Background: an optimization exercise with open tools, aiming at small area and a short achievable clock period. Do not read the settings as production practice.
RTL that was checked went through simulation tests only; none was proved equivalent to the original.
Power figures rest on the tool's default switching activity, not on a simulated workload.

==> inputs of wip/tundra <==
==> flow/design.v <==
`default_nettype none
package cpu_trace_pkg;
  localparam logic [1:0] TRACE_KIND_RF  = 2'b01;
  localparam logic [1:0] TRACE_KIND_MEM = 2'b10;
  localparam int TRACE_ADDR_W = 32;
  localparam int TRACE_DATA_W = 32;
  localparam int TRACE_CYC_W  = 32;
  localparam int TRACE_ENTRY_W = 2 + TRACE_CYC_W + TRACE_ADDR_W + 5 +
                                 TRACE_DATA_W + TRACE_ADDR_W + TRACE_DATA_W;
endpackage
`default_nettype wire
`default_nettype none
module trace_halt_detect #(
  parameter int ADDR_W      = 32,
  parameter int HALT_CYCLES = 4
) (
  input  logic              clk,
  input  logic              rst_n,
  input  logic              clr,
  input  logic              en,
  input  logic [ADDR_W-1:0] pc,
  output logic              halted
);
  localparam int              CNT_W       = $clog2(HALT_CYCLES);
  localparam logic [CNT_W-1:0] c_halt_last = CNT_W'(HALT_CYCLES - 1);
  localparam logic [CNT_W-1:0] c_halt_arm  = CNT_W'(HALT_CYCLES - 2);
  logic [ADDR_W-1:0] r_prev_pc;
  logic [CNT_W-1:0]  r_cnt;
  logic              r_halted;
  logic              w_same;
  assign w_same = en && (pc == r_prev_pc);
  always_ff @(posedge clk or negedge rst_n) begin
    if (!rst_n) begin
      r_prev_pc <= '0;
      r_cnt     <= '0;
      r_halted  <= 1'b0;
    end else if (clr) begin
      r_prev_pc <= '0;
      r_cnt     <= '0;
      r_halted  <= 1'b0;
    end else begin
      r_prev_pc <= pc;
      if (!r_halted) begin
        if (w_same) begin
          if (r_cnt != c_halt_last) r_cnt <= r_cnt + CNT_W'(1);
          if (r_cnt == c_halt_arm) r_halted <= 1'b1;
        end else begin
          r_cnt <= '0;
        end
      end
    end
  end
  assign halted = r_halted;
endmodule
`default_nettype wire
`default_nettype none
module cpu_trace_buffer #(
  parameter int DEPTH       = 16,
  parameter int ADDR_W      = 32,
  parameter int DATA_W      = 32,
  parameter int CYC_W       = 32,
  parameter int HALT_CYCLES = 4
) (
  input  logic                       clk,
  input  logic                       rst_n,
  input  logic                       en,
  input  logic                       clr,
  input  logic                       mode_wrap,
  input  logic [ADDR_W-1:0]          pc,
  input  logic                       rf_we,
  input  logic [4:0]                 rf_waddr,
  input  logic [DATA_W-1:0]          rf_wdata,
  input  logic                       mem_we,
  input  logic [ADDR_W-1:0]          mem_addr,
  input  logic [DATA_W-1:0]          mem_wdata,
  output logic                       rd_valid,
  input  logic                       rd_ready,
  output logic [1:0]                 rd_kind,
  output logic [CYC_W-1:0]           rd_cycle,
  output logic [ADDR_W-1:0]          rd_pc,
  output logic [4:0]                 rd_reg,
  output logic [DATA_W-1:0]          rd_rdata,
  output logic [ADDR_W-1:0]          rd_maddr,
  output logic [DATA_W-1:0]          rd_mdata,
  output logic [$clog2(DEPTH):0]     count,
  output logic                       overflow,
  output logic                       halted,
  output logic [CYC_W-1:0]           cycle
);
  localparam int CNT_W   = $clog2(DEPTH) + 1;
  localparam int RING    = DEPTH;
  localparam int ENTRY_W = 2 + CYC_W + ADDR_W + 5 + DATA_W + ADDR_W + DATA_W;
  logic [CNT_W-1:0]   r_count;
  logic               r_valid;    
  logic               r_rc0;      
  logic               r_full;     
  logic [RING-1:0]    r_wsel;
  logic [RING-1:0]    r_rsel;
  logic               r_overflow;
  logic [CYC_W-1:0]   r_cycle;
  logic [ENTRY_W-1:0] r_ring [0:RING-1];
  logic [ENTRY_W-1:0] r_head;
  logic [ENTRY_W-1:0] w_in;
  logic [ENTRY_W-1:0] w_ring_rd;
  logic w_halted;
  logic w_rf_ev, w_ev, w_push, w_pop, w_full_nopop;
  logic w_direct, w_drop, w_ovw, w_ring_push, w_ring_pop, w_load_head, w_ring_we;
  logic w_inc, w_dec;
  trace_halt_detect #(
    .ADDR_W      (ADDR_W),
    .HALT_CYCLES (HALT_CYCLES)
  ) u_halt (
    .clk    (clk),
    .rst_n  (rst_n),
    .clr    (clr),
    .en     (en),
    .pc     (pc),
    .halted (w_halted)
  );
  assign w_rf_ev      = rf_we && (rf_waddr != 5'd0);
  assign w_ev         = w_rf_ev || mem_we;
  assign w_push       = en && !w_halted && w_ev;
  assign w_pop        = r_valid && rd_ready;
  assign w_full_nopop = r_full && !rd_ready;
  assign w_drop       = w_push && w_full_nopop && !mode_wrap;
  assign w_ovw        = w_push && w_full_nopop && mode_wrap;
  assign w_direct     = r_rc0 && (rd_ready || !r_valid);
  assign w_ring_push  = w_push && !w_direct && !w_drop;
  assign w_ring_pop   = !r_rc0 && (w_pop || w_ovw);
  assign w_load_head  = rd_ready || !r_valid || w_ovw;
  assign w_inc        = w_push && !w_pop && !r_full;
  assign w_dec        = !w_push && w_pop;
  assign w_in = {mem_we, w_rf_ev, r_cycle, pc, rf_waddr, rf_wdata, mem_addr, mem_wdata};
  always_comb begin
    w_ring_rd = '0;
    for (int i = 0; i < RING; i++)
      w_ring_rd = w_ring_rd | ({ENTRY_W{r_rsel[i]}} & r_ring[i]);
  end
  assign w_ring_we = 1'b1;
  always_ff @(posedge clk) begin
    for (int i = 0; i < RING; i++)
      if (w_ring_we && r_wsel[i]) r_ring[i] <= w_in;
    if (w_load_head) r_head <= r_rc0 ? w_in : w_ring_rd;
  end
  always_ff @(posedge clk or negedge rst_n) begin
    if (!rst_n) begin
      r_count    <= '0;
      r_valid    <= 1'b0;
      r_rc0      <= 1'b1;
      r_full     <= 1'b0;
      r_wsel     <= RING'(1);
      r_rsel     <= RING'(1);
      r_overflow <= 1'b0;
      r_cycle    <= '0;
    end else if (clr) begin
      r_count    <= '0;
      r_valid    <= 1'b0;
      r_rc0      <= 1'b1;
      r_full     <= 1'b0;
      r_wsel     <= RING'(1);
      r_rsel     <= RING'(1);
      r_overflow <= 1'b0;
      r_cycle    <= '0;
    end else begin
      if (en && !w_halted && (r_cycle != {CYC_W{1'b1}})) r_cycle <= r_cycle + CYC_W'(1);
      if (w_push && w_full_nopop) r_overflow <= 1'b1;
      if (w_ring_push) r_wsel <= {r_wsel[RING-2:0], r_wsel[RING-1]};
      if (w_ring_pop)  r_rsel <= {r_rsel[RING-2:0], r_rsel[RING-1]};
      if (w_inc) begin
        r_count <= r_count + CNT_W'(1);
        r_valid <= 1'b1;
        r_rc0   <= (r_count == '0);
        r_full  <= (r_count == CNT_W'(DEPTH - 1));
      end else if (w_dec) begin
        r_count <= r_count - CNT_W'(1);
        r_valid <= (r_count != CNT_W'(1));
        r_rc0   <= (r_count <= CNT_W'(2));
        r_full  <= 1'b0;
      end
    end
  end
  assign rd_valid = r_valid;
  assign rd_kind  = r_head[ENTRY_W-1 -: 2];
  assign rd_cycle = r_head[ENTRY_W-3 -: CYC_W];
  assign rd_pc    = r_head[ENTRY_W-3-CYC_W -: ADDR_W];
  assign rd_reg   = r_head[2*DATA_W+ADDR_W +: 5]     & {5{r_head[ENTRY_W-2]}};
  assign rd_rdata = r_head[DATA_W+ADDR_W +: DATA_W]  & {DATA_W{r_head[ENTRY_W-2]}};
  assign rd_maddr = r_head[DATA_W +: ADDR_W]         & {ADDR_W{r_head[ENTRY_W-1]}};
  assign rd_mdata = r_head[0 +: DATA_W]              & {DATA_W{r_head[ENTRY_W-1]}};
  assign count    = r_count;
  assign overflow = r_overflow;
  assign halted   = w_halted;
  assign cycle    = r_cycle;
endmodule
`default_nettype wire
==> flow/run.sh <==
#!/bin/bash
# synth_recipe.tcl (not shown) runs the flow's synth.tcl, then flattens the netlist and writes it again
# the make line also repeats each setting of config.mk as NAME=value (left out here)
make -C /OpenROAD-flow-scripts/flow DESIGN_CONFIG=/design/flow/config.mk WORK_HOME=/design/flow/orfs CLKGATE_MAP_FILE= SYNTH_SCRIPT=/design/flow/synth_recipe.tcl finish
==> flow/config.mk <==
export PLATFORM = sky130hd
export DESIGN_NAME = cpu_trace_buffer
export DESIGN_NICKNAME = cpu_trace_buffer
export VERILOG_FILES = /design/flow/design.v
export SDC_FILE = /design/flow/constraint.sdc
export NUM_CORES = 4
export LEC_CHECK = 0
export CAP_MARGIN = 20
export CORE_MARGIN = 2
export CORE_UTILIZATION = 40
export SLEW_MARGIN = 20
==> flow/constraint.sdc <==
create_clock -name core_clock -period 5.5 [get_ports {clk}]
set_input_delay 1.1000 -clock core_clock [delete_from_list [all_inputs] [get_ports {clk}]]
set_output_delay 1.1000 -clock core_clock [all_outputs]
set_load 0.01 [all_outputs]
==> wip/quartz: changes against wip/tundra <==
--- a/flow/design.v
+++ b/flow/design.v
@@ -89,5 +89,5 @@
 );
   localparam int CNT_W   = $clog2(DEPTH) + 1;
-  localparam int RING    = DEPTH;
+  localparam int RING    = DEPTH - 1;
   localparam int ENTRY_W = 2 + CYC_W + ADDR_W + 5 + DATA_W + ADDR_W + DATA_W;
   logic [CNT_W-1:0]   r_count;
@@ -131,5 +131,7 @@
   assign w_inc        = w_push && !w_pop && !r_full;
   assign w_dec        = !w_push && w_pop;
-  assign w_in = {mem_we, w_rf_ev, r_cycle, pc, rf_waddr, rf_wdata, mem_addr, mem_wdata};
+  assign w_in = {mem_we, w_rf_ev, r_cycle, pc,
+                 rf_waddr & {5{w_rf_ev}}, rf_wdata & {DATA_W{w_rf_ev}},
+                 mem_addr & {ADDR_W{mem_we}}, mem_wdata & {DATA_W{mem_we}}};
   always_comb begin
     w_ring_rd = '0;
@@ -137,5 +139,5 @@
       w_ring_rd = w_ring_rd | ({ENTRY_W{r_rsel[i]}} & r_ring[i]);
   end
-  assign w_ring_we = 1'b1;
+  assign w_ring_we = !r_full || rd_ready || (w_push && mode_wrap);
   always_ff @(posedge clk) begin
     for (int i = 0; i < RING; i++)
@@ -184,8 +186,8 @@
   assign rd_cycle = r_head[ENTRY_W-3 -: CYC_W];
   assign rd_pc    = r_head[ENTRY_W-3-CYC_W -: ADDR_W];
-  assign rd_reg   = r_head[2*DATA_W+ADDR_W +: 5]     & {5{r_head[ENTRY_W-2]}};
-  assign rd_rdata = r_head[DATA_W+ADDR_W +: DATA_W]  & {DATA_W{r_head[ENTRY_W-2]}};
-  assign rd_maddr = r_head[DATA_W +: ADDR_W]         & {ADDR_W{r_head[ENTRY_W-1]}};
-  assign rd_mdata = r_head[0 +: DATA_W]              & {DATA_W{r_head[ENTRY_W-1]}};
+  assign rd_reg   = r_head[2*DATA_W+ADDR_W +: 5];
+  assign rd_rdata = r_head[DATA_W+ADDR_W +: DATA_W];
+  assign rd_maddr = r_head[DATA_W +: ADDR_W];
+  assign rd_mdata = r_head[0 +: DATA_W];
   assign count    = r_count;
   assign overflow = r_overflow;
Settings changed: CORE_UTILIZATION 40 to 70, CTS_CLUSTER_DIAMETER set to 60, CTS_CLUSTER_SIZE set to 24, SETUP_SLACK_MARGIN set to 3.0.
==> impl_metrics.csv <==
group,metric,value,unit
outcome,outcome,"finished clean",
cells_and_area,largest_register_ffs,2505,
placed_design,place_area,107000,um2
cells_and_area,multi_input_area_share,13.7,%
clocking,clock-sinks,2778,
route,wl_met2,158,mm
cells_and_area,final_cell_mix,"edfxtp_1 (2672), a22oi_1 (1095), a21oi_1 (346)",
worst_setup_path,path_buf_inv,1,
sta,period_share,51.7,%
worst_setup_path,r2r-start,"r_rsel[13]$_DFFE_PN0P_",
-- figures above: wip/quartz

==> impl_metrics.csv <==
group,metric,value,unit
outcome,outcome,"finished clean",
worst_setup_path,startpoint,"r_head[166]$_DFFE_PP_",
worst_setup_path,r2r-start,"u_halt.r_halted$_DFF_PN0_",
sta,period_share,75.1,%
power,internal_power,39.6,mW
cells_and_area,final_cell_mix,"edfxtp_1 (2839), a22oi_1 (822), clkdlybuf4s50_1 (345)",
route,wl_met2,156,mm
sta,max_freq,242,MHz
cells_and_area,largest_register_ffs,2672,
route,routed_wl,327,mm
cells_and_area,multi_input_area_share,13.7,%
clocking,clock-sinks,2947,
placed_design,place_area,115000,um2
worst_setup_path,path_buf_inv,2,
sta,drv_slew,0,
-- figures above: wip/tundra

Function not checked in wip/tundra: the RTL went through the layout flow alone.

what the ideal ports hide:
In the flow no input, the clock included, has a driving cell. The finished layouts below were timed again as built, in two steps. Step 1: set_driving_cell puts a clkbuf_16 on clk and a buf_2 on each other input, an assumption about the parent block. Step 2 moves the port delays by t, midway between the first and last clock arrival at a register: inputs arrive t later, outputs are due t later. That takes back most of the time a late clock gives input paths. a / b / c = no drivers / after step 1 / after step 2; a / b = the first two.
run | t, ns | slack for setup (ns) | clock arrival spread, ns | worst register clock-pin slew, ns | cell pins on the clock port's net
wip/tundra | 1.022 | 1.368 / 1.270 / 0.810 | 0.067 / 0.067 | 0.06 / 0.06 | 1
wip/quartz | 0.922 | 2.659 / 2.659 / 1.862 | 0.043 / 0.044 | 0.10 / 0.10 | 1
After both steps setup and hold are still met in every run listed. For wip/quartz, which loses most, drivers alone change the setup slack by 0.000 ns; drivers and shift together by -0.797 ns.
